Source: an optimization exercise on an open RTL-to-GDS flow (aim: small area and a short achievable clock period). Production flows keep margins and buffers that such runs may drop.
Function was checked by simulation only, so behaviour that the tests miss may differ from the original.
No activity file was given, so power comes from the tool's default toggle rates.

## flow/design.v (module list and top-level ports; edited modules follow where they fit)
// module efi_fa: 10 lines
// module efi_bsel: 10 lines
// module efi_bseln: 10 lines
// module efi_dot_product_accum: 2347 lines
// module efi_dot_product_accum_top: 27 lines
module efi_dot_product_accum_top (
   input  logic         clk0,
   input  logic         aclr0,
   input  logic         ena,
   input  logic         in_valid,
   input  logic         in_first,
   input  logic         in_last,
   input  logic [63:0]  ax,
   input  logic [63:0]  ay,
   output logic         out_valid,
   output logic [47:0]  result,
   output logic         out_overflow
);
  // ...
==> flow/flow/run.sh <==
#!/bin/bash
# The standard layout (the standard.sh, unchanged synthesis), with the
# port buffers that placement inserts made plain buf_2 cells instead of the
# delay buffers buffer_ports picks by default.
set -euo pipefail
export BUFFER_PORTS_ARGS="-buffer_cell sky130_fd_sc_hd__buf_2"
bash standard.sh > standard.log 2>&1
==> flow/standard.sh <==
#!/bin/bash
# synth_recipe.tcl (not shown) runs the flow's synth.tcl, then flattens the netlist and writes it again
# the make line also repeats each setting of config.mk as NAME=value (left out here)
make -C /OpenROAD-flow-scripts/flow DESIGN_CONFIG=/design/flow/config.mk WORK_HOME=/design/flow/orfs CLKGATE_MAP_FILE= SYNTH_SCRIPT=/design/flow/synth_recipe.tcl "${@:-finish}"
==> flow/config.mk <==
export PLATFORM = sky130hd
export DESIGN_NAME = efi_dot_product_accum_top
export DESIGN_NICKNAME = efi_dot_product_accum_top
export VERILOG_FILES = /design/flow/design.v
export SDC_FILE = /design/flow/constraint.sdc
export NUM_CORES = 4
export LEC_CHECK = 0
export ABC_AREA = 1
export CAP_MARGIN = 20
export CORE_MARGIN = 2
export CORE_UTILIZATION = 40
export CTS_BUF_LIST = sky130_fd_sc_hd__clkbuf_8
export CTS_CLUSTER_DIAMETER = 100
export CTS_CLUSTER_SIZE = 14
export SETUP_SLACK_MARGIN = 3.85
export SLEW_MARGIN = 20
export SYNTH_HIERARCHICAL = 1
==> flow/constraint.sdc <==
create_clock -name core_clock -period 7.5 [get_ports {clk0}]
set_input_delay 1.5000 -clock core_clock [delete_from_list [all_inputs] [get_ports {clk0}]]
set_output_delay 1.5000 -clock core_clock [all_outputs]
set_load 0.01 [all_outputs]
==> impl_metrics.csv, run 1 <==
group,metric,value,unit
run_status,outcome,"finished clean",
global_route,grtUsageMet1,0.3157,
global_route,met3_usage,0.07103,
layout,seq_cell_count,569,
drt,firstDrtPassIters,6,
layout,nNonClkInverters,259,
worst_setup_path,critPathLaunch,"u_core.axn_s0[25]$_DFFE_PP_",
synth,synth_top_flop_cell,"edfxtp_1",
power_and_ir_drop,power.total,22.36,mW
drt,avgViaCountPerCell,5.646,
synth,async_reset_ff_frac,0.1142,
placed_design,place_hpwl,92.64,mm
placed_design,pre_cts_slack,3548,ps
clock_network,cts-htree-levels,2,
power_and_ir_drop,p_seq,7.05,mW
sta,setup_viol,0,
worst_setup_path,rr_startpoint,"u_core.axn_s0[25]$_DFFE_PP_",
min_path,min_path_type,"reg2reg",
layout,comb.multi_input.count,2485,
layout,diodes,4,
power_and_ir_drop,p_comb,13.6,mW
layout,n_clock_buffer,47,
worst_setup_path,max_stage_delay,1040,ps
clock_network,cts-root-buf,"clkbuf_8",
worst_setup_path,crit_path_end,"u_core.r1[54]$_DFFE_PP_",
worst_setup_path,required,7960,ps
layout,area_delta_synth_final,5.763,%
synth,synth_fa_ha_area_frac,0.2804,
layout,nFillCells,9973,
synth,ys_seq_area_frac,0.3905,
worst_setup_path,r2r-end,"u_core.r1[54]$_DFFE_PP_",
synth,synth_edf_count,504,
drt,drt-total-wl,125.2,mm
clock_network,hold_buffers,0,
sta,setup_tns,0,ps
sta,max_slew_margin,0.2263,
synth,synth_mux_area_frac,0,
==> run 2: changes to the inputs <==
--- a/flow/config.mk
+++ b/flow/config.mk
@@ -15,3 +15,4 @@
 export SETUP_SLACK_MARGIN = 3.85
 export SLEW_MARGIN = 20
 export SYNTH_HIERARCHICAL = 1
+export TNS_END_PERCENT = 10
==> impl_metrics.csv, run 2 <==
group,metric,value,unit
floorplanning,rows,120,
run,max_cap_viol_count,0,
synth,synth_common_cells,"xor2_1 (537), fa_1 (533), edfxtp_1 (504)",
synth,synth_area_leaders,"edfxtp_1 (35%), fa_1 (25%), xor2_1 (11%)",
synth,synth_top_flop_cell,"edfxtp_1",
drt,avgViaCountPerCell,5.646,
clock_network,numClockSinks,569,
floorplanning,ios,184,
synth,synth_warnings,8,
placed_design,place_hpwl,92.64,mm
drt,final_antenna_net_count,0,
placed_design,routabilityCongestion,0.9352,
layout,final_common_cell,"xor2_1",
floorplanning,die_h,331.6,um
floorplanning,die_area,109900,um2
synth,synth_top_area_share,0.3526,
synth,syn_avg_cell_area,11.75,um2
synth,synth_edf_count,504,
sta,rsz0062_at_grt,"false",
sta,setup_tns,0,ps
clock_network,numCtsBuffers,47,
synth,synth_cell_type_count,48,
synth,synthCells,3652,
drt,dr.first_iter.drc_count,3243,
clock_network,cts-htree-levels,2,
clock_network,cts_tree,"done",
synth,synthesis.area,42920,um2
global_route,grt_pass1_vias,28661,
worst_setup_path,end_kind,"flop",
layout,fin_cells,5012,
power_and_ir_drop,pwr-share-clk,0.075,
worst_setup_path,crit_arrival,3860,ps
synth,synth_most_common_cell,"xor2_1",
synth,async_reset_ff_frac,0.1142,
clock_network,path_clk_slew,90,ps
power_and_ir_drop,p_int,12.50,mW
layout,largest_reg_flops,197,
synth,synthesis.nets,4428,
layout,drive_above_1_share,0.08849,
drt,drt-total-wl,125.2,mm
power_and_ir_drop,combPwrFrac,0.610,
layout,largest_registers,"u_core.r1 x197, u_core.r2 x65, u_core.axn_s0 x64",
sta,drv_slew,0,
floorplanning,core_area,106800,um2
global_route,grt_pass1_wl,188.0,mm
global_route,antenna_found_initial,4,
worst_setup_path,start_kind,"flop",
sta,final.setup.worst_slack,4101,ps
sta,setup_viol,0,
synth,synth-seq-cells,569,
sta,finalCritPeriodShare,0.4532,
power_and_ir_drop,power.total,22.36,mW
sta,hold_violations,0,
sta,worst_pin_slew,1161,ps
floorplanning,start_util,0.4021,
sta,finClkSkew,21.68,ps
run_status,outcome,"finished clean",
worst_setup_path,required,7960,ps
clock_network,cts-root-buf,"clkbuf_8",
power_and_ir_drop,peakVddDrop,0.2647,mV
drt,wl_per_cell,24.98,um
placed_design,dp_cells,4930,
power_and_ir_drop,p_leak,18.23,nW
drt,num_vias,28297,
min_path,min_path_type,"reg2reg",
sta,max_slew_margin,0.2263,
layout,fin_nets,4354,
clock_network,clk_path_buf_depth,3,
synth,yosysTopAreaCell,"edfxtp_1",
layout,postLayoutCoreUtil,0.4253,
global_route,overflow,0,
clock_network,clock_latency,730,ps
drt,firstDrtPassIters,6,
worst_setup_path,critPathKind,"reg2reg",
sta,min_period,3399,ps
global_route,grt_use_total,0.2267,
layout,layout_common_cells,"xor2_1 (537), fa_1 (533), edfxtp_1 (504)",
global_route,grt_max_degree,161,
worst_setup_path,rrSetupSlack,4100,ps
power_and_ir_drop,switchingPower,9.861,mW
power_and_ir_drop,seqPwrFrac,0.315,
layout,area_delta_synth_final,5.763,%
floorplanning,die_w,331.6,um
power_and_ir_drop,p_per_area,492.5,nW/um2
power_and_ir_drop,switching_share,0.4411,
sta,max_freq,294.2,MHz
placed_design,pre_cts_slack,3548,ps
worst_setup_path,cp_max_fo,16,
drt,drc_errors,0,
layout,largest_register,"u_core.r1",
placed_design,port_buffers,183,
synth,ys_seq_area_frac,0.3905,
run 2: repair_timing:
item,CTS,global route
setup endpoints to repair,21,10
gates resized for setup,1,0
endpoints found under the hold margin,0,0
setup buffers,0,2
pin swaps,0,0
hold buffers,0,0
run 2: worst paths after layout:
check / start / to / cells past startpoint
worst max-delay path: u_core.axn_s0[25]$_DFFE_PP_ / u_core.r1[54]$_DFFE_PP_ / 5
max in group asynchronous: aclr0 / u_core.result[31]$_DFFE_PP0P_ / 3
min in group asynchronous: aclr0 / u_core.result[13]$_DFFE_PP0P_ / 3
worst min register to register: u_core.r1[196]$_DFFE_PP_ / u_core.r2[64]$_DFFE_PP_ / 0
worst min-delay path: u_core.r1[196]$_DFFE_PP_ / u_core.r2[64]$_DFFE_PP_ / 0
worst max register to register: u_core.axn_s0[25]$_DFFE_PP_ / u_core.r1[54]$_DFFE_PP_ / 5
run 2: critical path: stages, from the launching register on:
cell	delay [ps]
edfxtp_1	1040
o22ai_1	190
xor2_1	210
fa_1	490
fa_1	660
fa_1	520
run 2: final cells by class:
| type | instances | area, um2 |
|---|---|---|
| Antenna cell | 4 | 10.01 |
| Clock buffer | 47 | 646.9 |
| Clock inverter | 29 | 148.9 |
| Fill cell | 9973 | 61360 |
| Inverter | 259 | 973.4 |
| Multi-Input combinational cell | 2485 | 23850 |
| Sequential cell | 569 | 16770 |
| Tap cell | 1403 | 1755 |
| Timing Repair Buffer | 216 | 1242 |
run 2: kinds of logic after synthesis:
| kind of cell | count (synthesis) | share of synthesized area |
|---|---|---|
| buffers and inverters | 598 | 0.05393 |
| xor gates and xnor gates | 608 | 0.1246 |
| DFF | 569 | 0.3905 |
| adders and majority gates | 642 | 0.2804 |
| and+or+nand+nor | 603 | 0.06069 |
| AOI/OAI and AO/OA | 632 | 0.08990 |
run 2: power by group through the flow:
stage / registers [mW] / clock network, mW / logic [mW]
after global placement: 7.09 / 0 / 13.1
after global routing: 7.17 / 1.85 / 15.4
after CTS: 7.05 / 1.75 / 13.4
final: 7.05 / 1.67 / 13.6
after detailed placement: 7.12 / 0 / 13.4
after floorplan: 6.56 / 0 / 8.54
run 2: Yosys stat by module, one instance, submodules excluded, excerpt:
module	flops+latches	area [um2]	cells	times used
efi_dot_product_accum	569	32690	3141	1
efi_fa	0	20.02	1	511
run 2: stage by stage:
step	hold slack, ps	area, um2
5_1_grt	439.9	45390
2_1_floorplan	400.3	42920
3_3_place_gp	405.7	44530
6_report	426.3	45400
4_1_cts	427.7	45350
3_5_place_dp	404.5	44550
run 2: layer usage:
layer,GRT usage,share of wire,vias up
met5,0,0.000064,-
met4,0.07918,0.037,2
met3,0.07103,0.12,318
met2,0.3342,0.43,1697
met1,0.3157,0.42,14118
li1,-,-,12162
==> run 3: changes to the inputs <==
==> flow/flow/run.sh (replaced) <==
#!/bin/bash
# The standard layout (the standard.sh, unchanged synthesis), with the
# port buffers that placement inserts made plain buf_1 cells instead of the
# delay buffers buffer_ports picks by default.
set -euo pipefail
export BUFFER_PORTS_ARGS="-buffer_cell sky130_fd_sc_hd__buf_1"
bash standard.sh > standard.log 2>&1
--- a/flow/config.mk
+++ b/flow/config.mk
@@ -12,7 +12,7 @@
 export CTS_BUF_LIST = sky130_fd_sc_hd__clkbuf_8
 export CTS_CLUSTER_DIAMETER = 100
 export CTS_CLUSTER_SIZE = 14
-export SETUP_SLACK_MARGIN = 3.85
+export SETUP_SLACK_MARGIN = 4.2
 export SLEW_MARGIN = 20
 export SYNTH_HIERARCHICAL = 1
 export TNS_END_PERCENT = 10
==> impl_metrics.csv, run 3 <==
group,metric,value,unit
synth,async_reset_ff_frac,0.1142,
worst_setup_path,crit_arrival,3850,ps
floorplanning,rows,120,
clock_network,cts-root-buf,"clkbuf_8",
floorplanning,start_util,0.4021,
synth,synth_compound_area_frac,0.08990,
layout,layout_common_cells,"xor2_1 (537), fa_1 (533), edfxtp_1 (504)",
global_route,overflow,0,
synth,synth_area_leaders,"edfxtp_1 (35%), fa_1 (25%), xor2_1 (11%)",
global_route,grt_pass1_wl,190.4,mm
layout,largest_reg_flops,197,
worst_setup_path,start_kind,"flop",
power_and_ir_drop,seqPwrFrac,0.304,
synth,synthesis.area,42920,um2
synth,synth_warnings,8,
synth,synth_common_cells,"xor2_1 (537), fa_1 (533), edfxtp_1 (504)",
worst_setup_path,critPathKind,"reg2reg",
drt,wl_per_cell,25.00,um
global_route,antenna_found_initial,8,
placed_design,place_hpwl,93.54,mm
synth,synthXorXnorAreaFrac,0.1246,
clock_network,numClockSinks,569,
drt,num_vias,28870,
worst_setup_path,r2r-end,"u_core.r1[146]$_DFFE_PP_",
synth,ys_seq_area_frac,0.3905,
worst_setup_path,rrSetupSlack,4110,ps
synth,yosysTopAreaCell,"edfxtp_1",
global_route,grt_use_total,0.2306,
clock_network,path_clk_slew,100,ps
layout,nFillCells,9806,
power_and_ir_drop,p_leak,18.57,nW
worst_setup_path,rr_worst_depth,5,
synth,yosys.area_share.simple,0.06069,
layout,drive_above_1_share,0.07149,
clock_network,cts_tree,"done",
sta,rsz0062_at_grt,"true",
sta,min_period,3389,ps
min_path,min_path_type,"reg2reg",
sta,setup_tns,0,ps
sta,drv_slew,0,
layout,fin_nets,4481,
synth,synthesis.nets,4428,
power_and_ir_drop,peakVddDrop,0.3185,mV
worst_setup_path,end_kind,"flop",
floorplanning,die_h,331.6,um
floorplanning,ios,184,
drt,firstDrtPassIters,5,
layout,postLayoutCoreUtil,0.4381,
floorplanning,die_w,331.6,um
synth,synthCells,3652,
synth,synth_top_family_by_area,"adder cells",
worst_setup_path,critPathLaunch,"u_core.axn_s0[58]$_DFFE_PP_",
sta,worst_pin_slew,1146,ps
sta,finalCritPeriodShare,0.4519,
clock_network,numCtsBuffers,48,
synth,synth-seq-cells,569,
synth,synth_mux_area_frac,0,
layout,final_common_cell,"xor2_1",
clock_network,clock_latency,750,ps
clock_network,clk_path_buf_depth,3,
layout,largest_register,"u_core.r1",
placed_design,port_buffers,183,
power_and_ir_drop,switchingPower,9.945,mW
worst_setup_path,cp_max_fo,16,
sta,max_slew_margin,0.2358,
sta,finClkSkew,38.55,ps
global_route,grt_max_degree,177,
drt,drt-total-wl,128.5,mm
synth,synth_cell_type_count,48,
worst_setup_path,rr_startpoint,"u_core.axn_s0[58]$_DFFE_PP_",
floorplanning,die_area,109900,um2
power_and_ir_drop,p_int,12.66,mW
synth,synth_edf_count,504,
global_route,grt_pass1_vias,28762,
drt,drc_errors,0,
layout,largest_registers,"u_core.r1 x197, u_core.r2 x65, u_core.axn_s0 x64",
sta,max_freq,295.1,MHz
run,max_cap_viol_count,0,
power_and_ir_drop,switching_share,0.4401,
power_and_ir_drop,pwr-share-clk,0.077,
worst_setup_path,required,7960,ps
placed_design,routabilityCongestion,0.9467,
run_status,outcome,"finished clean",
synth,synth_top_flop_cell,"edfxtp_1",
power_and_ir_drop,combPwrFrac,0.619,
sta,hold_violations,0,
drt,final_antenna_net_count,0,
sta,final.setup.worst_slack,4111,ps
synth,synth_most_common_cell,"xor2_1",
drt,avgViaCountPerCell,5.617,
layout,area_delta_synth_final,8.961,%
clock_network,cts-htree-levels,2,
drt,dr.first_iter.drc_count,3525,
synth,syn_avg_cell_area,11.75,um2
synth,synth_top_area_share,0.3526,
power_and_ir_drop,p_per_area,483.2,nW/um2
worst_setup_path,crit_path_end,"u_core.r1[146]$_DFFE_PP_",
sta,setup_viol,0,
synth,synth_fa_ha_area_frac,0.2804,
floorplanning,core_area,106800,um2
placed_design,pre_cts_slack,3547,ps
==> run 3: cell counts after synthesis <==
No cell type changed its count.
==> run 3: per-module statistics from Yosys, one instance, submodules excluded, excerpt <==
module	flip-flops and latches	area [um2]
efi_dot_product_accum	569	32690
efi_fa	0	20.02
==> run 3: metal layers <==
metal | share of wire | vias up | wire, um | global-route usage
li1 | - | 12417 | - | -
met1 | 0.41 | 14368 | 52690 | 0.3167
met2 | 0.43 | 1741 | 55800 | 0.3480
met3 | 0.12 | 338 | 14930 | 0.06782
met4 | 0.039 | 6 | 5052 | 0.08132
met5 | 0.00031 | - | 40 | 0
==> run 3: what timing repair did <==
item / in CTS / in global routing
endpoints found under the setup margin: 67 / 52
gates cloned: 0 / 0
buffers inserted: 2 / 120
resized for setup: 1 / 3
hold buffers: 0 / 0
pin swaps: 0 / 1
==> run 3: power by group through the flow <==
stage | Sequential [mW] | Combinational, mW | Clock [mW]
2_1_floorplan | 6.56 | 8.54 | 0
3_3_place_gp | 7.09 | 13.1 | 0
3_5_place_dp | 7.12 | 13.4 | 0
4_1_cts | 7.04 | 13.5 | 1.83
5_1_grt | 6.99 | 15.6 | 1.92
6_report | 6.87 | 14.0 | 1.75
==> run 3: area by class of cell <==
cell class	instances	area (um2)	area share
clock buffer	48	660.6	0.01413
multi-input combinational	2485	23870	0.5105
timing repair buffer	342	2536	0.05423
antenna	2	5.005	0.0001070
inverter	259	973.4	0.02081
tap	1403	1755	0.03753
sequential	569	16770	0.3585
clock inverter	32	197.7	0.004227
==> run 3: cell families after synthesis <==
kind of cell / count (synthesis)
fa+ha+maj: 642
compound gates: 632
xor+xnor: 608
simple gates: 603
buf+inv: 598
flops: 569
==> run 3: worst min-delay path by stage <==
| stage | startpoint | to | slack, ps | depth (start not counted) |
|---|---|---|---|---|
| final | u_core.r1[0]$_DFFE_PP_ | u_core.r2[0]$_DFFE_PP_ | 420 | 0 |
| after global routing | u_core.r1[1]$_DFFE_PP_ | u_core.r2[1]$_DFFE_PP_ | 450 | 0 |
| after CTS | u_core.r1[0]$_DFFE_PP_ | u_core.r2[0]$_DFFE_PP_ | 420 | 0 |
| after detailed placement | u_core.r1[196]$_DFFE_PP_ | u_core.r2[64]$_DFFE_PP_ | 410 | 0 |
| after global placement | u_core.r1[196]$_DFFE_PP_ | u_core.r2[64]$_DFFE_PP_ | 410 | 0 |
| after floorplan | u_core.r1[0]$_DFFE_PP_ | u_core.r2[0]$_DFFE_PP_ | 400 | 0 |
==> run 3: stage by stage <==
step           hold slack, ps  cells  instance area, um2  power, mW
4_1_cts                 419.6   5016               45210      22.34
2_1_floorplan           400.3   3652               42920      15.10
6_report                417.2   5140               46770      22.60
5_1_grt                 446.2   5139               46770      24.55
3_5_place_dp            408.9   4934               44320      20.56
3_3_place_gp            407.2   4934               44320      20.15
==> run 3: worst max-delay path: stages (launching register included) <==
cell and delay, ps:
edfxtp_1 1040, o22ai_1 190, xor2_1 210, fa_1 550, fa_1 520, fa_1 570
==> run 4: changes to the inputs <==
--- a/flow/config.mk
+++ b/flow/config.mk
@@ -12,7 +12,6 @@
 export CTS_BUF_LIST = sky130_fd_sc_hd__clkbuf_8
 export CTS_CLUSTER_DIAMETER = 100
 export CTS_CLUSTER_SIZE = 14
-export SETUP_SLACK_MARGIN = 4.2
+export SETUP_SLACK_MARGIN = 4.0
 export SLEW_MARGIN = 20
 export SYNTH_HIERARCHICAL = 1
-export TNS_END_PERCENT = 10
==> impl_metrics.csv, run 4 <==
group,metric,value,unit
drt,dr_wl_met3,14.94,mm
drt,num_vias,28515,
power_and_ir_drop,combPwrFrac,0.608,
sta,max_freq,288.8,MHz
sta,setup_viol,0,
sta,timing.hold.ws,417.6,ps
synth,synth_area_leaders,"edfxtp_1 (35%), fa_1 (25%), xor2_1 (11%)",
worst_setup_path,rr_worst_depth,5,
floorplanning,die_w,331.6,um
min_path,min_delay_worst_endpoint,"u_core.r2[0]$_DFFE_PP_",
sta,drv_slew,0,
layout,largest_register,"u_core.r1",
drt,drc_errors,0,
synth,synth_top_area_share,0.3526,
clock_network,cts-htree-levels,2,
clock_network,cts-root-buf,"clkbuf_8",
power_and_ir_drop,seqPwrFrac,0.314,
floorplanning,die_area,109900,um2
floorplanning,start_util,0.4021,
drt,drt-total-wl,128.1,mm
global_route,grt_use_total,0.2304,
synth,synth_edf_count,504,
layout,nFillCells,9931,
synth,async_reset_ff_frac,0.1142,
clock_network,clk_path_buf_depth,3,
run,max_cap_viol_count,0,
sta,min_period,3463,ps
run_status,outcome,"finished clean",
drt,avgViaCountPerCell,5.679,
power_and_ir_drop,switching_share,0.4421,
synth,ys_seq_area_frac,0.3905,
layout,fin_nets,4361,
clock_network,cts_tree,"done",
floorplanning,ios,184,
sta,hold_violations,0,
clock_network,numClockSinks,569,
layout,layout_common_cells,"xor2_1 (537), fa_1 (533), edfxtp_1 (504)",
worst_setup_path,critPathKind,"reg2reg",
clock_network,numCtsBuffers,48,
power_and_ir_drop,p_int,12.53,mW
synth,synth_cell_type_count,48,
worst_setup_path,required,7980,ps
power_and_ir_drop,peakVddDrop,0.3184,mV
layout,fin_cells,5021,
synth,synth_top_flop_cell,"edfxtp_1",
drt,final_antenna_net_count,0,
synth,synthCells,3652,
power_and_ir_drop,p_leak,17.76,nW
layout,final_common_cell,"xor2_1",
synth,synth_common_cells,"xor2_1 (537), fa_1 (533), edfxtp_1 (504)",
sta,worst_pin_slew,1167,ps
layout,drive_above_1_share,0.04039,
synth,synthesis.area,42920,um2
synth,synthesis.nets,4428,
power_and_ir_drop,p_per_area,496.4,nW/um2
drt,wl_per_cell,25.50,um
synth,yosysTopAreaCell,"edfxtp_1",
synth,synth_warnings,8,
min_path,min_path_type,"reg2reg",
worst_setup_path,r2r-end,"u_core.r1[112]$_DFFE_PP_",
placed_design,dp_cells,4934,
clock_network,hold_buffers,0,
worst_setup_path,rr_startpoint,"u_core.btwon_s0[11]$_DFFE_PP_",
synth,synth-seq-cells,569,
floorplanning,core_area,106800,um2
drt,wl_met2,55.61,mm
drt,wl_met1,52.65,mm
sta,finalCritPeriodShare,0.4617,
synth,syn_avg_cell_area,11.75,um2
placed_design,routabilityCongestion,0.9467,
sta,finClkSkew,47.51,ps
sta,max_slew_margin,0.2222,
worst_setup_path,start_kind,"flop",
clock_network,clock_latency,760,ps
layout,stdcell_area,45260,um2
power_and_ir_drop,pwr-share-clk,0.078,
floorplanning,rows,120,
layout,largest_reg_flops,197,
synth,synth_most_common_cell,"xor2_1",
worst_setup_path,rrSetupSlack,4040,ps
sta,setup_tns,0,ps
sta,rsz0062_at_grt,"false",
placed_design,place_hpwl,93.54,mm
min_path,hold_path_depth,0,
power_and_ir_drop,switchingPower,9.932,mW
floorplanning,die_h,331.6,um
min_path,min_from,"u_core.r1[0]$_DFFE_PP_",
layout,postLayoutCoreUtil,0.4240,
global_route,grt_pass1_vias,28804,
worst_setup_path,crit_arrival,3940,ps
drt,dr.first_iter.drc_count,3664,
global_route,grt_pass1_wl,190.2,mm
drt,highest_layer,"met5",
layout,largest_registers,"u_core.r1 x197, u_core.r2 x65, u_core.axn_s0 x64",
placed_design,port_buffers,183,
worst_setup_path,end_kind,"flop",
worst_setup_path,cp_max_fo,16,
clock_network,path_clk_slew,100,ps
drt,firstDrtPassIters,5,
layout,area_delta_synth_final,5.439,%
global_route,grt_max_degree,177,
placed_design,dpl_cell_area,44320,um2
global_route,overflow,0,
global_route,antenna_found_initial,8,
-- run 4: cell counts after synthesis --
No cell type changed its count.
-- run 4: power by group through the flow --
stage               clock network (mW)  logic (mW)  registers (mW)
CTS                               1.83        13.5            7.05
finish                            1.75        13.7            7.05
detailed placement                   0        13.4            7.12
floorplan                            0        8.54            6.56
global route                      1.92        15.3            7.16
global placement                     0        13.1            7.09
-- run 4: kinds of logic (layout without fill, tap and decap cells) --
group                    after synthesis  after routing  synth area share
adder cells (fa/ha/maj)              642            642            0.2804
AO/OA/AOI/OAI                        632            632           0.08990
flip-flops                           569            569            0.3905
other                                  0              3                 0
AND/OR/NAND/NOR                      603            603           0.06069
XOR/XNOR                             608            608            0.1246
buffers and inverters                598            561           0.05393
-- run 4: area by class of cell --
cell class              instances  area (um2)  area share
flip-flops and latches        569       16770      0.3705
clock buffers                  48       660.6     0.01460
multi-input cells            2485       23860      0.5272
clock inverters                32       197.7    0.004368
inverters                     259       973.4     0.02151
repair buffers                222        1035     0.02286
well taps                    1403        1755     0.03879
diodes                          3       7.507   0.0001659
-- run 4: stage by stage --
stage / total power [mW] / worst slack (ps)
2_1_floorplan: 15.10 / 4372
3_3_place_gp: 20.15 / 3580
3_5_place_dp: 20.56 / 3547
4_1_cts: 22.34 / 4080
5_1_grt: 24.39 / 4012
6_report: 22.47 / 4037
-- run 4: timing repair --
action / in CTS / in global routing
gates cloned: 0 / 0
endpoints found under the setup margin: 39 / 4
resized for setup: 1 / 1
buffers inserted: 1 / 1
pin swaps: 0 / 0
-- run 4: how the worst max path moves through the flow --
stage | end | startpoint
after floorplan | u_core.acc[0]$_DFFE_PP_ | ena
after global placement | u_core.acc[32]$_DFFE_PP_ | u_core.bz$_DFFE_PP1P_
after detailed placement | u_core.r1[4]$_DFFE_PP_ | ena
after CTS | u_core.result[33]$_DFFE_PP0P_ | u_core.bz$_DFFE_PP1P_
after global routing | u_core.result[33]$_DFFE_PP0P_ | u_core.bz$_DFFE_PP1P_
final | u_core.r1[112]$_DFFE_PP_ | u_core.btwon_s0[11]$_DFFE_PP_
-- run 4: per-module statistics from Yosys (local to each module, per instance), a selection --
module / cells inside / flip-flops and latches / cell area [um2] / copies in the design
efi_fa: 1 / 0 / 20.02 / 511
efi_dot_product_accum: 3141 / 569 / 32690 / 1
-- run 4: metal layers --
layer | GRT usage | up-vias
li1 | - | 12176
met1 | 0.3180 | 14222
met2 | 0.3467 | 1773
met3 | 0.06524 | 340
met4 | 0.08277 | 4
met5 | 0.003040 | -
-- run 4: critical path, stage by stage (launching register included) --
cell and delay (ps):
edfxtp_1 1050, o22ai_1 230, xor2_1 220, fa_1 520, fa_1 670, fa_1 510
==> run 5: changes to the inputs <==
--- a/flow/config.mk
+++ b/flow/config.mk
@@ -12,6 +12,6 @@
 export CTS_BUF_LIST = sky130_fd_sc_hd__clkbuf_8
 export CTS_CLUSTER_DIAMETER = 100
 export CTS_CLUSTER_SIZE = 14
-export SETUP_SLACK_MARGIN = 4.0
+export SETUP_SLACK_MARGIN = 3.7
 export SLEW_MARGIN = 20
 export SYNTH_HIERARCHICAL = 1
==> impl_metrics.csv, run 5 <==
group,metric,value,unit
placed_design,port_buffers,183,
worst_setup_path,cp_slowest_cell,"edfxtp_1",
worst_setup_path,max_stage_delay,1060,ps
global_route,grt_pass1_vias,28831,
layout,nFillCells,9930,
drt,dr.first_iter.drc_count,3483,
synth,synth_top_area_share,0.3526,
synth,synth_top_flop_cell,"edfxtp_1",
synth,synthesis.area,42920,um2
drt,final_antenna_net_count,0,
layout,largest_registers,"u_core.r1 x197, u_core.r2 x65, u_core.axn_s0 x64",
floorplanning,die_h,331.6,um
synth,synth_edf_count,504,
drt,wl_per_cell,25.48,um
clock_network,clk_path_buf_depth,3,
layout,area_delta_synth_final,5.416,%
worst_setup_path,start_kind,"flop",
worst_setup_path,crit_family,"adder cells",
synth,async_reset_ff_frac,0.1142,
clock_network,hold_buffers,0,
layout,stdcell_area,45250,um2
sta,worst_pin_slew,1138,ps
synth,synth_warnings,8,
clock_network,path_clk_slew,100,ps
synth,yosysTopAreaCell,"edfxtp_1",
layout,multi_input_area,23850,um2
global_route,antenna_found_initial,8,
layout,postLayoutCoreUtil,0.4239,
floorplanning,start_util,0.4021,
floorplanning,rows,120,
power_and_ir_drop,p_per_area,496.2,nW/um2
drt,num_vias,28414,
drt,drc_errors,0,
sta,drv_slew,0,
power_and_ir_drop,switching_share,0.4422,
worst_setup_path,crit_arrival,3900,ps
sta,max_freq,289.1,MHz
clock_network,cts-htree-levels,2,
power_and_ir_drop,pwr-share-clk,0.078,
drt,firstDrtPassIters,6,
layout,drive_above_1_share,0.04012,
floorplanning,ios,184,
synth,synth-seq-cells,569,
power_and_ir_drop,seqPwrFrac,0.314,
layout,final_common_cell,"xor2_1",
placed_design,place_hpwl,93.54,mm
worst_setup_path,end_kind,"flop",
global_route,overflow,0,
worst_setup_path,cp_num_buf_inv,0,
placed_design,dpl_cell_area,44320,um2
sta,setup_tns,0,ps
clock_network,cts-root-buf,"clkbuf_8",
layout,largest_register,"u_core.r1",
sta,rsz0062_at_grt,"false",
global_route,grt_pass1_wl,190.1,mm
floorplanning,die_w,331.6,um
synth,synthesis.nets,4428,
clock_network,numCtsBuffers,48,
floorplanning,die_area,109900,um2
power_and_ir_drop,peakVddDrop,0.3179,mV
min_path,min_path_type,"reg2reg",
layout,seqCellArea,16770,um2
sta,final.setup.worst_slack,4041,ps
drt,drt-total-wl,127.9,mm
placed_design,pre_cts_slack,3547,ps
layout,largest_reg_flops,197,
synth,synth_common_cells,"xor2_1 (537), fa_1 (533), edfxtp_1 (504)",
worst_setup_path,cp_max_fo,16,
synth,syn_avg_cell_area,11.75,um2
synth,synth_cell_type_count,48,
synth,synth_area_leaders,"edfxtp_1 (35%), fa_1 (25%), xor2_1 (11%)",
power_and_ir_drop,combPwrFrac,0.608,
clock_network,cts_tree,"done",
power_and_ir_drop,p_leak,17.76,nW
worst_setup_path,critPathKind,"reg2reg",
layout,fin_nets,4360,
floorplanning,core_area,106800,um2
clock_network,numClockSinks,569,
sta,min_period,3459,ps
power_and_ir_drop,power.total,22.45,mW
layout,layout_common_cells,"xor2_1 (537), fa_1 (533), edfxtp_1 (504)",
drt,avgViaCountPerCell,5.661,
sta,timing.hold.ws,416.9,ps
synth,synth_most_common_cell,"xor2_1",
worst_setup_path,required,7940,ps
power_and_ir_drop,p_int,12.53,mW
placed_design,routabilityCongestion,0.9467,
sta,max_slew_margin,0.2411,
global_route,grt_max_degree,177,
sta,finClkSkew,45.03,ps
sta,finalCritPeriodShare,0.4612,
global_route,grt_use_total,0.2302,
worst_setup_path,crit_chain,"o22ai_1 -> xor2_1 -> fa_1 -> fa_1 -> fa_1",
run,max_cap_viol_count,0,
synth,ys_seq_area_frac,0.3905,
sta,setup_viol,0,
synth,synthCells,3652,
clock_network,clock_latency,750,ps
power_and_ir_drop,switchingPower,9.928,mW
placed_design,dp_cells,4934,
layout,fin_cells,5019,
worst_setup_path,cpMostUsedCell,"fa_1",
run_status,outcome,"finished clean",
sta,hold_violations,0,
## run 5: cell counts after synthesis
Identical to the previous run, type by type.
## run 5: final timing paths
path	startpoint	to	slack, ps	cells past startpoint
worst min-delay path	u_core.r1[0]$_DFFE_PP_	u_core.r2[0]$_DFFE_PP_	420	0
min in group asynchronous	aclr0	u_core.result[6]$_DFFE_PP0P_	1000	3
worst max-delay path	u_core.btwon_s0[11]$_DFFE_PP_	u_core.r1[91]$_DFFE_PP_	4040	5
worst min register to register	u_core.r1[0]$_DFFE_PP_	u_core.r2[0]$_DFFE_PP_	420	0
max in group asynchronous	aclr0	u_core.sb[2][0]$_DFFE_PP0P_	5940	3
worst max register to register	u_core.btwon_s0[11]$_DFFE_PP_	u_core.r1[91]$_DFFE_PP_	4040	5
## run 5: layer usage
metal / share of wire / vias up / global-route usage
met5: 0.00041 / - / 0.003040
met4: 0.036 / 8 / 0.08219
met3: 0.12 / 319 / 0.06647
met2: 0.44 / 1708 / 0.3473
met1: 0.41 / 14214 / 0.3164
li1: - / 12165 / -
## run 5: kinds of logic after synthesis
kind of cell | share of synthesized area
flip-flops | 0.3905
AO/OA/AOI/OAI | 0.08990
adder cells (fa/ha/maj) | 0.2804
buffers and inverters | 0.05393
XOR/XNOR | 0.1246
AND/OR/NAND/NOR | 0.06069
## run 5: area by class of cell
type / count / area share
diodes: 2 / 0.0001106
multi-input cells: 2485 / 0.5272
inverters: 259 / 0.02151
clock buffers: 48 / 0.01460
flip-flops and latches: 569 / 0.3706
clock inverters: 32 / 0.004369
repair buffers: 221 / 0.02290
well taps: 1403 / 0.03880
## run 5: modules after synthesis (local to each module, per instance), excerpt
| module | cells | area, um2 | flip-flops and latches |
|---|---|---|---|
| efi_dot_product_accum | 3141 | 32690 | 569 |
| efi_fa | 1 | 20.02 | 0 |
## run 5: timing repair
| item | CTS | global route |
|---|---|---|
| pin swaps | 0 | 0 |
| gates resized for setup | 1 | 0 |
| buffers inserted | 0 | 1 |
| endpoints found under the setup margin | 4 | 2 |
## run 5: power groups by stage
stage | registers, mW | logic (mW) | clock network (mW)
floorplan | 6.56 | 8.54 | 0
global placement | 7.09 | 13.1 | 0
detailed placement | 7.12 | 13.4 | 0
CTS | 7.05 | 13.5 | 1.83
global route | 7.16 | 15.3 | 1.92
finish | 7.05 | 13.7 | 1.75
==> run 6: changes to the inputs <==
--- a/flow/config.mk
+++ b/flow/config.mk
@@ -12,6 +12,6 @@
 export CTS_BUF_LIST = sky130_fd_sc_hd__clkbuf_8
 export CTS_CLUSTER_DIAMETER = 100
 export CTS_CLUSTER_SIZE = 14
-export SETUP_SLACK_MARGIN = 3.7
+export SETUP_SLACK_MARGIN = 3.85
 export SLEW_MARGIN = 20
 export SYNTH_HIERARCHICAL = 1
==> impl_metrics.csv, run 6 <==
group,metric,value,unit
global_route,grt_pass1_wl,190.1,mm
worst_setup_path,cpMostUsedCell,"fa_1",
global_route,overflow,0,
layout,seqCellArea,16770,um2
clock_network,numClockSinks,569,
placed_design,routabilityCongestion,0.9467,
sta,finClkSkew,41.32,ps
layout,largest_registers,"u_core.r1 x197, u_core.r2 x65, u_core.axn_s0 x64",
drt,firstDrtPassIters,6,
layout,final_common_cell,"xor2_1",
clock_network,numCtsBuffers,48,
clock_network,cts-htree-levels,2,
worst_setup_path,crit_arrival,3910,ps
drt,final_antenna_net_count,0,
placed_design,place_hpwl,93.54,mm
synth,synth_top_flop_cell,"edfxtp_1",
placed_design,port_buffers,183,
layout,drive_above_1_share,0.04039,
layout,largest_register,"u_core.r1",
worst_setup_path,critPathKind,"reg2reg",
sta,max_slew_margin,0.2373,
worst_setup_path,end_kind,"flop",
synth,synth_top_area_share,0.3526,
synth,synth_area_leaders,"edfxtp_1 (35%), fa_1 (25%), xor2_1 (11%)",
sta,max_freq,288.4,MHz
layout,layout_common_cells,"xor2_1 (537), fa_1 (533), edfxtp_1 (504)",
min_path,min_path_type,"reg2reg",
drt,dr.first_iter.drc_count,3570,
worst_setup_path,crit_chain,"o22ai_1 -> xor2_1 -> fa_1 -> fa_1 -> fa_1",
drt,wl_met1,52.85,mm
global_route,grt_pass1_vias,28831,
synth,synth_edf_count,504,
sta,rsz0062_at_grt,"false",
worst_setup_path,required,7940,ps
floorplanning,ios,184,
synth,synthesis.area,42920,um2
drt,num_vias,28524,
layout,largest_reg_flops,197,
drt,dr_wl_met3,14.87,mm
drt,drc_errors,0,
run,max_cap_viol_count,0,
clock_network,clk_path_buf_depth,3,
clock_network,path_clk_slew,100,ps
synth,yosysTopAreaCell,"edfxtp_1",
power_and_ir_drop,p_leak,17.77,nW
sta,timing.hold.ws,416.7,ps
global_route,grt_use_total,0.2302,
worst_setup_path,cp_slowest_cell,"edfxtp_1",
floorplanning,die_h,331.6,um
layout,postLayoutCoreUtil,0.4240,
sta,setup_tns,0,ps
floorplanning,die_w,331.6,um
synth,synthesis.nets,4428,
sta,hold_violations,0,
sta,final.setup.worst_slack,4032,ps
sta,drv_slew,0,
synth,synth_most_common_cell,"xor2_1",
drt,highest_layer,"met5",
placed_design,pre_cts_slack,3547,ps
drt,avgViaCountPerCell,5.682,
floorplanning,core_area,106800,um2
synth,async_reset_ff_frac,0.1142,
sta,setup_viol,0,
drt,drt-total-wl,128.1,mm
clock_network,clock_latency,760,ps
floorplanning,rows,120,
synth,synth_common_cells,"xor2_1 (537), fa_1 (533), edfxtp_1 (504)",
layout,nFillCells,9931,
power_and_ir_drop,peakVddDrop,0.3177,mV
layout,fin_nets,4361,
global_route,antenna_found_initial,8,
floorplanning,start_util,0.4021,
sta,worst_pin_slew,1144,ps
worst_setup_path,cp_max_fo,16,
power_and_ir_drop,power.total,22.47,mW
synth,syn_avg_cell_area,11.75,um2
sta,min_period,3468,ps
synth,synth_warnings,8,
clock_network,cts_tree,"done",
power_and_ir_drop,p_per_area,496.5,nW/um2
synth,synthCells,3652,
floorplanning,die_area,109900,um2
layout,area_delta_synth_final,5.442,%
layout,multi_input_area,23850,um2
synth,synth-seq-cells,569,
run_status,outcome,"finished clean",
sta,finalCritPeriodShare,0.4624,
synth,ys_seq_area_frac,0.3905,
drt,wl_per_cell,25.52,um
worst_setup_path,max_stage_delay,1080,ps
worst_setup_path,start_kind,"flop",
synth,synth_cell_type_count,48,
clock_network,cts-root-buf,"clkbuf_8",
drt,wl_met2,55.60,mm
global_route,grt_max_degree,177,
## run 6: changes by cell type in the layout (fill, tap and decap cells not counted), sizes merged
cell,before,now
buf,220,221
## run 6: kinds of logic after synthesis
kind of cell | count (synthesis) | synth area share
simple gates | 603 | 0.06069
xor+xnor | 608 | 0.1246
flops | 569 | 0.3905
compound gates | 632 | 0.08990
buf+inv | 598 | 0.05393
fa+ha+maj | 642 | 0.2804
## run 6: repair_timing
action,4_1_cts,5_1_grt
setup buffers,0,2
resized for setup,1,0
setup endpoints to repair,18,4
hold buffers,0,0
## run 6: cell type report
class	count	area share
Antenna cell	2	0.0001106
Clock buffer	48	0.01460
Clock inverter	32	0.004368
Inverter	259	0.02151
Multi-Input combinational cell	2485	0.5270
Sequential cell	569	0.3705
Tap cell	1403	0.03879
Timing Repair Buffer	222	0.02314
## run 6: power by group
part           internal (mW)  total (mW)  switching [mW]
clock                  0.643        1.75            1.11
combinational           5.85        13.7            7.83
sequential              6.04        7.05            1.00
total                   12.5        22.5            9.94
## run 6: routing by layer
layer | up-vias | global-route usage
met4 | 4 | 0.08219
li1 | 12170 | -
met1 | 14266 | 0.3164
met2 | 1764 | 0.3473
met5 | - | 0.003040
met3 | 320 | 0.06647
## run 6: worst max-delay path: cells and delay by family (launching register included)
family / cells / cell delay, ps
compound gates: 1 / 190
xor+xnor: 1 / 210
fa+ha+maj: 3 / 1670
flops: 1 / 1080
## run 6: final timing paths
| check | endpoint | cells after the start | from | slack (ps) |
|---|---|---|---|---|
| min reg2reg | u_core.r2[0]$_DFFE_PP_ | 0 | u_core.r1[0]$_DFFE_PP_ | 420 |
| max in group asynchronous | u_core.sb[2][0]$_DFFE_PP0P_ | 3 | aclr0 | 5950 |
| max | u_core.r1[91]$_DFFE_PP_ | 5 | u_core.axn_s0[25]$_DFFE_PP_ | 4030 |
| min | u_core.r2[0]$_DFFE_PP_ | 0 | u_core.r1[0]$_DFFE_PP_ | 420 |
| min in group asynchronous | u_core.result[6]$_DFFE_PP0P_ | 3 | aclr0 | 990 |
| max reg2reg | u_core.r1[91]$_DFFE_PP_ | 5 | u_core.axn_s0[25]$_DFFE_PP_ | 4030 |
## run 6: stage by stage
stage	instances	instance area [um2]
6_report	5020	45260
5_1_grt	5019	45260
4_1_cts	5014	45190
3_5_place_dp	4934	44320
3_3_place_gp	4934	44320
2_1_floorplan	3652	42920
## run 6: per-module statistics from Yosys (local to each module, per instance), a selection
module / area, um2 / cells inside / times used
efi_fa: 20.02 / 1 / 511
efi_dot_product_accum: 32690 / 3141 / 1

[separate check: timing with driven ports]
The results above use ideal ports. As a check the final layouts listed here were re-extracted and re-timed, cells and wires unchanged.
Step 1: set_driving_cell puts a clkbuf_16 on clk0 and a buf_2 on each other input, an assumption about the parent block.
Step 2 times the ports against the registers' clock, not the clock port: input delays grow and output delays shrink by t, the midpoint of the rising clock arrivals with the driver on.
Slacks: ideal ports / drivers / drivers and shift; pairs: ideal ports / drivers.
run	t (ns)	slack for setup (ns)	worst setup path after step 2	worst slew at a driven data input, ns	cell pins on the clock port's net
run 1	0.790	4.101 / 4.101 / 3.823	input to register	0.05	1
run 2	0.790	4.101 / 4.101 / 3.823	input to register	0.05	1
run 3	0.799	4.111 / 4.111 / 3.560	input to register	0.05	1
run 4	0.801	4.037 / 4.037 / 3.561	input to register	0.05	1
run 5	0.801	4.041 / 4.041 / 3.565	input to register	0.05	1
run 6	0.803	4.032 / 4.032 / 3.558	input to register	0.05	1
After both steps every run listed still meets setup and hold. The setup slack of run 3, which loses most, moves by 0.000 ns with the drivers and by -0.551 ns with both steps.
